Background: an optimization exercise with open tools, aiming at small area and a short achievable clock period. Do not read the settings as production practice. Where RTL was checked, it was by simulation tests only, not by an equivalence proof against the original. Power figures rest on the tool's default switching activity, not on a simulated workload.

## before
==> flow/design.v (excerpt) <==
module dds_phase_accumulator_mc #(
  parameter int NUM_CH = 4,
  parameter int ACC_W  = 32,
  parameter int OUT_W  = 12,
  localparam int CH_W  = dds_pkg::ch_width(NUM_CH)
) (
  input  logic                    clock,
  input  logic                    reset,
  input  logic                    enable,
  input  logic                    cfg_valid,
  output logic                    cfg_ready,
  input  logic [CH_W-1:0]         cfg_ch,
  input  logic [1:0]              cfg_sel,
  input  logic [ACC_W-1:0]        cfg_data,
  input  logic                    update,
  input  logic [NUM_CH-1:0]       sync_clear,
  input  logic [NUM_CH-1:0]       sweep_en,
  output logic [NUM_CH*OUT_W-1:0] phase_out,
  output logic [NUM_CH-1:0]       wrap,
  output logic [NUM_CH-1:0]       sweep_done
);
  logic commit_pending;
  logic rst_q;
  assign cfg_ready = ~commit_pending;
  always_ff @(posedge clock or posedge reset) begin
    if (reset) begin
      commit_pending <= 1'b0;
    end else begin
      commit_pending <= ~commit_pending & update;
    end
  end
  always_ff @(posedge clock or posedge reset) begin
    if (reset) begin
      rst_q <= 1'b1;
    end else begin
      rst_q <= 1'b0;
    end
  end
  ...
Size: roughly 0.064 mm² of cells after synthesis.
Settings: LEC_CHECK=0, CAP_MARGIN=20, CORE_MARGIN=2, CORE_UTILIZATION=55, SETUP_SLACK_MARGIN=3.1, SLEW_MARGIN=20, SYNTH_HIERARCHICAL=1; clock period 5.8 ns.
run.sh (not shown) runs the stock make flow with config.mk's settings and CLKGATE_MAP_FILE= SYNTH_SCRIPT=/design/flow/synth_recipe.tcl, a recipe that flattens the netlist after the stock synthesis.
What after does differently from before at the input level:
diff --git a/flow/design.v b/flow/design.v
--- a/flow/design.v
+++ b/flow/design.v
@@ -34,34 +34,33 @@
   output logic [OUT_W-1:0] phase,
   output logic             wrap,
   output logic             sweep_done
 );
   logic [ACC_W-1:0] freq_act;
   logic [ACC_W-1:0] ofs_act;
   logic [ACC_W-1:0] step_act;
   logic [ACC_W-1:0] nlim_act;    
   logic [ACC_W-1:0] acc;
   logic [ACC_W:0]   acc_sum;
   logic [ACC_W-1:0] sweep_sum;
-  logic [ACC_W-1:0] sweep_px;    
   logic [OUT_W-1:0] phase_top;
   dds_add_full u_acc_add (
     .a(acc), .b(freq_act), .sum(acc_sum[ACC_W-1:0]), .cout(acc_sum[ACC_W]));
   dds_add_sum u_sweep_add (
-    .a(freq_act), .b(step_act), .sum(sweep_sum), .px(sweep_px));
+    .a(freq_act), .b(step_act), .sum(sweep_sum));
   dds_add_top u_phase_add (
     .a(acc), .b(ofs_act), .sum(phase_top));
   logic [ACC_W-1:0] cs_x, cs_y;
   logic             cs_cout;
   logic             over;
-  assign cs_x   = sweep_px ^ nlim_act;
+  assign cs_x   = freq_act ^ step_act ^ nlim_act;
   assign cs_y   = (freq_act & step_act) | (freq_act & nlim_act) | (step_act & nlim_act);
   dds_add_cout u_cmp_add (
     .a(cs_x), .b({cs_y[ACC_W-2:0], 1'b0}), .cout(cs_cout));
   assign over   = cs_y[ACC_W-1] | cs_cout;
   logic act_hold;
   always_ff @(posedge clock or posedge reset) begin
     if (reset) begin
       act_hold <= 1'b0;
     end else begin
       act_hold <= ~(~commit & update);
     end
@@ -344,29 +343,27 @@
   assign sum[26] = (x[26] ^ g5_25);
   assign sum[27] = (x[27] ^ g5_26);
   assign sum[28] = ~(x[28] ^ g5_27);
   assign sum[29] = (x[29] ^ g5_28);
   assign sum[30] = ~(x[30] ^ g5_29);
   assign sum[31] = ~(x[31] ^ g5_30);
   assign cout = g5_31;
 endmodule
 module dds_add_sum (
   input  logic [31:0] a,
   input  logic [31:0] b,
-  output logic [31:0] sum,
-  output logic [31:0] px
+  output logic [31:0] sum
 );
   logic [31:0] g0, t0, x;
   dds_l0 u_l0 [31:0] (.a(a), .b(b), .gn(g0), .tn(t0));
   dds_xor u_x [31:0] (.a(a), .b(b), .x(x));
-  assign px = x;
   logic g1_1;
   logic n_g1_1;
   logic g2_2;
   logic g1_3, t1_3;
   logic g2_3;
   logic g3_4;
   logic g1_5, t1_5;
   logic n_g2_3;
   logic g3_5;
   logic n_g1_5;
   logic n_t1_5;
Findings:
after closes out successfully: all stages finished, all timing, DRC and antenna checks passed.
Between before and after, die area is higher for before, after comes in under that.
Time the worst path needs with I/O delays and setup, before and after: higher on after
STATUS hold slack: after loses against before
before reports its origin of the worst setup path as cfg_valid while after reports g_ch[3].u_ch.nlim_act[3]$_DFF_P_.
The post-route fraction of the period consumed by the critical path in after sits 0.53 points above the value recorded for before.
after: synthesized area 1.3% below before
On sequential cell area share, the lower figure sits with before, not after.
Only the layout flow was run in before; the RTL was not checked for function there.

---

RTL: one of the versions met above, not the one the previous note started from.
Size in the first run: ~110 I/O pins, ~63000 µm² of cells after synthesis.
==> module dds_phase_accumulator_mc, before the edit <==
module dds_phase_accumulator_mc #(
  parameter int NUM_CH = 4,
  parameter int ACC_W  = 32,
  parameter int OUT_W  = 12,
  localparam int CH_W  = dds_pkg::ch_width(NUM_CH)
) (
  input  logic                    clock,
  input  logic                    reset,
  input  logic                    enable,
  input  logic                    cfg_valid,
  output logic                    cfg_ready,
  input  logic [CH_W-1:0]         cfg_ch,
  input  logic [1:0]              cfg_sel,
  input  logic [ACC_W-1:0]        cfg_data,
  input  logic                    update,
  input  logic [NUM_CH-1:0]       sync_clear,
  input  logic [NUM_CH-1:0]       sweep_en,
  output logic [NUM_CH*OUT_W-1:0] phase_out,
  output logic [NUM_CH-1:0]       wrap,
  output logic [NUM_CH-1:0]       sweep_done
);
  logic commit_pending;
  logic rst_q;
  assign cfg_ready = ~commit_pending;
  always_ff @(posedge clock or posedge reset) begin
    if (reset) begin
      commit_pending <= 1'b0;
    end else begin
      commit_pending <= ~commit_pending & update;
    end
  end
  always_ff @(posedge clock or posedge reset) begin
    if (reset) begin
      rst_q <= 1'b1;
    end else begin
      rst_q <= 1'b0;
    end
  end
  for (genvar c = 0; c < NUM_CH; c++) begin : g_ch
    logic [ACC_W-1:0] sh_freq;
    logic [ACC_W-1:0] sh_ofs;
    logic [ACC_W-1:0] sh_step;
    logic [ACC_W-1:0] sh_limit;
    logic             wr_hit;
    logic [3:0]       wr, sh_valid, load;
    assign wr_hit = cfg_valid && cfg_ready && (cfg_ch == CH_W'(c));
    for (genvar s = 0; s < 4; s++) begin : g_sel
      assign wr[s]   = wr_hit & (cfg_sel == 2'(s));
    end
    always_ff @(posedge clock or posedge reset) begin
      if (reset) begin
        sh_valid <= '0;
      end else begin
        sh_valid <= sh_valid | wr;
      end
    end
    always_ff @(posedge clock) begin
      if (wr[dds_pkg::CFG_FREQ])        sh_freq  <= cfg_data;
      if (wr[dds_pkg::CFG_PHASE_OFS])   sh_ofs   <= cfg_data;
      if (wr[dds_pkg::CFG_SWEEP_STEP])  sh_step  <= cfg_data;
      if (wr[dds_pkg::CFG_SWEEP_LIMIT]) sh_limit <= cfg_data;
    end
    assign load = {4{commit_pending}} & sh_valid;
    dds_acc_channel #(
      .ACC_W(ACC_W),
      .OUT_W(OUT_W)
    ) u_ch (
      .clock       (clock),
      .reset       (reset),
      .rst_q       (rst_q),
      .enable      (enable),
      .load        (load),
      .commit      (commit_pending),
      .update      (update),
      .sync_clear  (sync_clear[c]),
      .sweep_en    (sweep_en[c]),
      .shadow_freq (sh_freq),
      .shadow_ofs  (sh_ofs),
      .shadow_step (sh_step),
      .shadow_limit(sh_limit),
      .phase       (phase_out[c*OUT_W +: OUT_W]),
      .wrap        (wrap[c]),
      .sweep_done  (sweep_done[c])
    );
  end
endmodule
==> flow/config.mk <==
export PLATFORM = sky130hd
export DESIGN_NAME = dds_phase_accumulator_mc
export DESIGN_NICKNAME = dds_phase_accumulator_mc
export VERILOG_FILES = /design/flow/design.v
export SDC_FILE = /design/flow/constraint.sdc
export NUM_CORES = 4
export LEC_CHECK = 0
export CAP_MARGIN = 20
export CORE_MARGIN = 2
export CORE_UTILIZATION = 45
export CTS_CLUSTER_DIAMETER = 80
export CTS_CLUSTER_SIZE = 20
export SETUP_SLACK_MARGIN = 3.1
export SLEW_MARGIN = 20
export SYNTH_HIERARCHICAL = 1
==> flow/constraint.sdc <==
create_clock -name core_clock -period 5.8 [get_ports {clock}]
set_input_delay 1.1600 -clock core_clock [delete_from_list [all_inputs] [get_ports {clock}]]
set_output_delay 1.1600 -clock core_clock [all_outputs]
set_load 0.01 [all_outputs]
The baseline completed without violations.
Next try:
--- a/flow/design.v
+++ b/flow/design.v
@@ -894,11 +894,19 @@
   output logic [NUM_CH-1:0]       wrap,
   output logic [NUM_CH-1:0]       sweep_done
 );
   logic commit_pending;
   logic rst_q;
-  assign cfg_ready = ~commit_pending;
+  always_ff @(posedge clock or posedge reset) begin
+    if (reset) begin
+      cfg_ready <= 1'b1;
+    end else begin
+      cfg_ready <= ~(~commit_pending & update);
+    end
+  end
+  logic wr_ok;
+  assign wr_ok = cfg_valid & cfg_ready;
   always_ff @(posedge clock or posedge reset) begin
     if (reset) begin
       commit_pending <= 1'b0;
     end else begin
       commit_pending <= ~commit_pending & update;
@@ -916,13 +924,13 @@
     logic [ACC_W-1:0] sh_ofs;
     logic [ACC_W-1:0] sh_step;
     logic [ACC_W-1:0] sh_limit;
     logic             wr_hit;
     logic [3:0]       wr, sh_valid, load;
-    assign wr_hit = cfg_valid && cfg_ready && (cfg_ch == CH_W'(c));
+    assign wr_hit = cfg_ch == CH_W'(c);
     for (genvar s = 0; s < 4; s++) begin : g_sel
-      assign wr[s]   = wr_hit & (cfg_sel == 2'(s));
+      assign wr[s]   = wr_ok & (wr_hit & (cfg_sel == 2'(s)));
     end
     always_ff @(posedge clock or posedge reset) begin
       if (reset) begin
         sh_valid <= '0;
       end else begin
After rerunning:
- final cell count hardly moves
- total power hardly moves
- global-route usage hardly moves
- non-clock buffer count came out higher by 11
- count of clock-buffer cells in the layout came out higher by 1
- final area came out higher by 0.64%
- combinational power is about the same
- sequential power stays flat
- synthesized area hardly moves
- sequential cell count came out higher by 1
- first-iteration DRC count came out lower by 6.7%
- via count barely changes
- sequential share of layout area came out lower by 0.26 points
- register-to-register slack stays flat
No functional check of the RTL was part of the second run of this note.

---

dds_phase_accumulator_mc, a different RTL version from the one above (not shown whole).
Size in the first run: about 4800 cells after synthesis, roughly 1200 flip-flops, roughly 110 I/O pins, ~58000 sq um of cells after synthesis.
==> module dds_acc_channel, before the edit <==
module dds_acc_channel #(
  parameter int ACC_W = 32,
  parameter int OUT_W = 12
) (
  input  logic             clock,
  input  logic             reset,
  input  logic             rst_q,
  input  logic             enable,
  input  logic [3:0]       load,
  input  logic             act_hold,
  input  logic             sync_clear,
  input  logic             sweep_en,
  input  logic [ACC_W-1:0] shadow_freq,
  input  logic [ACC_W-1:0] shadow_ofs,
  input  logic [ACC_W-1:0] shadow_step,
  input  logic [ACC_W-1:0] shadow_limit,
  output logic [OUT_W-1:0] phase,
  output logic             wrap,
  output logic             sweep_done
);
  logic [ACC_W-1:0] freq_act;
  logic [ACC_W-1:0] ofs_act;
  logic [ACC_W-1:0] step_act;
  logic [ACC_W-1:0] limit_act;
  logic [ACC_W-1:0] acc;
  logic [ACC_W:0]   acc_sum;
  logic [ACC_W-1:0] sweep_sum;
  logic [ACC_W-1:0] phase_sum;
  dds_add #(.W(ACC_W)) u_acc_add (
    .a(acc), .b(freq_act), .cin(1'b0), .sum(acc_sum[ACC_W-1:0]), .cout(acc_sum[ACC_W]));
  dds_add #(.W(ACC_W)) u_sweep_add (
    .a(freq_act), .b(step_act), .cin(1'b0), .sum(sweep_sum), .cout());
  dds_add #(.W(ACC_W)) u_phase_add (
    .a(acc), .b(ofs_act), .cin(1'b0), .sum(phase_sum), .cout());
  logic [ACC_W-1:0] cs_x, cs_y, nlim;
  logic             cs_cout;
  logic             over;
  assign nlim   = ~limit_act;
  assign cs_x   = freq_act ^ step_act ^ nlim;
  assign cs_y   = (freq_act & step_act) | (freq_act & nlim) | (step_act & nlim);
  dds_add #(.W(ACC_W)) u_cmp_add (
    .a(cs_x), .b({cs_y[ACC_W-2:0], 1'b0}), .cin(1'b0), .sum(), .cout(cs_cout));
  assign over   = cs_y[ACC_W-1] | cs_cout;
  logic live, acc_add, acc_hold, sw_run, sw_hold;
  assign live     = ~rst_q;
  assign acc_add  = live & ~sync_clear & enable;
  assign acc_hold = live & ~sync_clear & ~enable;
  assign sw_run   = act_hold & sweep_en & enable & ~sweep_done;
  assign sw_hold  = act_hold & ~(sweep_en & enable & ~sweep_done);
  logic [ACC_W-1:0] sweep_next;
  assign sweep_next = over ? limit_act : sweep_sum;
  always_ff @(posedge clock) begin
    acc       <= ({ACC_W{acc_add}} & acc_sum[ACC_W-1:0]) | ({ACC_W{acc_hold}} & acc);
    ofs_act   <= ({ACC_W{load[1]}} & shadow_ofs)   | ({ACC_W{act_hold}} & ofs_act);
    step_act  <= ({ACC_W{load[2]}} & shadow_step)  | ({ACC_W{act_hold}} & step_act);
    limit_act <= ({ACC_W{load[3]}} & shadow_limit) | ({ACC_W{act_hold}} & limit_act);
    freq_act  <= ({ACC_W{load[0]}} & shadow_freq) | ({ACC_W{sw_run}} & sweep_next) |
                 ({ACC_W{sw_hold}} & freq_act);
  end
  always_ff @(posedge clock or posedge reset) begin
    if (reset) begin
      phase      <= '0;
      wrap       <= 1'b0;
      sweep_done <= 1'b0;
    end else begin
      phase      <= {OUT_W{live}} & phase_sum[ACC_W-1 -: OUT_W];
      wrap       <= acc_add & acc_sum[ACC_W];
      sweep_done <= act_hold & sweep_en & (sweep_done | (enable & over));
    end
  end
endmodule
==> module dds_add, before the edit <==
module dds_add #(
  parameter int W = 32
) (
  input  logic [W-1:0] a,
  input  logic [W-1:0] b,
  input  logic         cin,
  output logic [W-1:0] sum,
  output logic         cout
);
  localparam int L = $clog2(W);
  logic [W-1:0] p0;
  logic [W-1:0] g [L+1];
  logic [W-1:0] p [L+1];
  assign p0   = a ^ b;
  assign p[0] = p0;
  assign g[0] = (a & b) | {{(W-1){1'b0}}, p0[0] & cin};
  for (genvar l = 0; l < L; l++) begin : g_lvl
    localparam int H = 1 << l;
    for (genvar k = 0; k < W; k = k + 2 * H) begin : g_blk
      localparam int N = (W - k - H < H) ? W - k - H : H;
      assign g[l+1][k +: H] = g[l][k +: H];
      assign p[l+1][k +: H] = p[l][k +: H];
      if (N > 0) begin : g_up
        assign g[l+1][k+H +: N] = g[l][k+H +: N] | (p[l][k+H +: N] & {N{g[l][k+H-1]}});
        assign p[l+1][k+H +: N] = p[l][k+H +: N] & {N{p[l][k+H-1]}};
      end
    end
  end
  assign sum  = p0 ^ {g[L][W-2:0], cin};
  assign cout = g[L][W-1];
endmodule
clock: 5.8 ns
lec_check: 0
cap_margin: 20
core_margin: 2
core_utilization: 55
cts_buf_list: sky130_fd_sc_hd__clkbuf_4 sky130_fd_sc_hd__clkbuf_8
setup_slack_margin: 2.6
slew_margin: 20
Next try:
--- a/flow/design.v
+++ b/flow/design.v
@@ -41,23 +41,19 @@
   logic [ACC_W-1:0] acc;
   logic [ACC_W:0]   acc_sum;
   logic [ACC_W-1:0] sweep_sum;
   logic [ACC_W-1:0] phase_sum;
-  dds_add #(.W(ACC_W)) u_acc_add (
-    .a(acc), .b(freq_act), .cin(1'b0), .sum(acc_sum[ACC_W-1:0]), .cout(acc_sum[ACC_W]));
-  dds_add #(.W(ACC_W)) u_sweep_add (
-    .a(freq_act), .b(step_act), .cin(1'b0), .sum(sweep_sum), .cout());
-  dds_add #(.W(ACC_W)) u_phase_add (
-    .a(acc), .b(ofs_act), .cin(1'b0), .sum(phase_sum), .cout());
+  assign acc_sum   = {1'b0, acc} + {1'b0, freq_act};
+  assign sweep_sum = freq_act + step_act;
+  assign phase_sum = acc + ofs_act;
   logic [ACC_W-1:0] cs_x, cs_y, nlim;
-  logic             cs_cout;
+  logic [ACC_W:0]   cs_sum;
   logic             over;
   assign nlim   = ~limit_act;
   assign cs_x   = freq_act ^ step_act ^ nlim;
   assign cs_y   = (freq_act & step_act) | (freq_act & nlim) | (step_act & nlim);
-  dds_add #(.W(ACC_W)) u_cmp_add (
-    .a(cs_x), .b({cs_y[ACC_W-2:0], 1'b0}), .cin(1'b0), .sum(), .cout(cs_cout));
-  assign over   = cs_y[ACC_W-1] | cs_cout;
+  assign cs_sum = {1'b0, cs_x} + {1'b0, cs_y[ACC_W-2:0], 1'b0};
+  assign over   = cs_y[ACC_W-1] | cs_sum[ACC_W];
   logic live, acc_add, acc_hold, sw_run, sw_hold;
   assign live     = ~rst_q;
   assign acc_add  = live & ~sync_clear & enable;
   assign acc_hold = live & ~sync_clear & ~enable;
@@ -83,39 +79,8 @@
       wrap       <= acc_add & acc_sum[ACC_W];
       sweep_done <= act_hold & sweep_en & (sweep_done | (enable & over));
     end
   end
-endmodule
-module dds_add #(
-  parameter int W = 32
-) (
-  input  logic [W-1:0] a,
-  input  logic [W-1:0] b,
-  input  logic         cin,
-  output logic [W-1:0] sum,
-  output logic         cout
-);
-  localparam int L = $clog2(W);
-  logic [W-1:0] p0;
-  logic [W-1:0] g [L+1];
-  logic [W-1:0] p [L+1];
-  assign p0   = a ^ b;
-  assign p[0] = p0;
-  assign g[0] = (a & b) | {{(W-1){1'b0}}, p0[0] & cin};
-  for (genvar l = 0; l < L; l++) begin : g_lvl
-    localparam int H = 1 << l;
-    for (genvar k = 0; k < W; k = k + 2 * H) begin : g_blk
-      localparam int N = (W - k - H < H) ? W - k - H : H;
-      assign g[l+1][k +: H] = g[l][k +: H];
-      assign p[l+1][k +: H] = p[l][k +: H];
-      if (N > 0) begin : g_up
-        assign g[l+1][k+H +: N] = g[l][k+H +: N] | (p[l][k+H +: N] & {N{g[l][k+H-1]}});
-        assign p[l+1][k+H +: N] = p[l][k+H +: N] & {N{p[l][k+H-1]}};
-      end
-    end
-  end
-  assign sum  = p0 ^ {g[L][W-2:0], cin};
-  assign cout = g[L][W-1];
 endmodule
 module dds_phase_accumulator_mc #(
   parameter int NUM_CH = 4,
   parameter int ACC_W  = 32,
=> The new run went through all stages and came out clean; via count is higher by 12%; worst setup slack improves by 0.27 ns; wire length is higher by 11%; first-iteration DRC count is higher by 47%; critical path depth is lower by 3; design area is higher by 3.6%; fmax is higher by 8.2%; worst hold slack improves by 0.014 ns; non-clock buffer count is lower by 18; sequential share of layout area is lower by 1.4 points; core utilization is lower by 0.78 points.
Function not checked in the first run of this note: the RTL went through the layout flow alone.

afterwards: timing with drivers on the ports:
In the flow no input, the clock included, has a driving cell. The finished layouts below were timed again as built, in two steps. Step 1 (the two cells are an assumption about what drives the block):
set clk [get_ports {clock}]
set_driving_cell -lib_cell sky130_fd_sc_hd__clkbuf_16 $clk
set_driving_cell -lib_cell sky130_fd_sc_hd__buf_2 [delete_from_list [all_inputs] $clk]
Step 2 moves the port delays by t, midway between the first and last clock arrival at a register: inputs arrive t later, outputs are due t later. That takes back most of the time a late clock gives input paths. Slacks: ideal ports / drivers / drivers and shift; pairs: ideal ports / drivers.
run | t, ns | setup WS [ns] | slew at the worst register clock pin (ns)
before | 0.814 | 3.060 / 3.048 / 2.234 | 0.06 / 0.06
after | 0.820 | 3.029 / 3.029 / 2.325 | 0.07 / 0.07
the first run of note 2 | 0.770 | 2.984 / 2.959 / 2.189 | 0.09 / 0.09
the second run of note 2 | 0.790 | 2.832 / 2.823 / 2.033 | 0.09 / 0.09
the first run of note 3 | 0.942 | 2.207 / 2.207 / 1.757 | 0.07 / 0.07
the second run of note 3 | 0.933 | 2.480 / 2.480 / 1.974 | 0.07 / 0.07
After both steps every run listed still meets setup and hold. For before, which loses most, drivers alone change the setup slack by -0.012 ns; drivers and shift together by -0.826 ns.
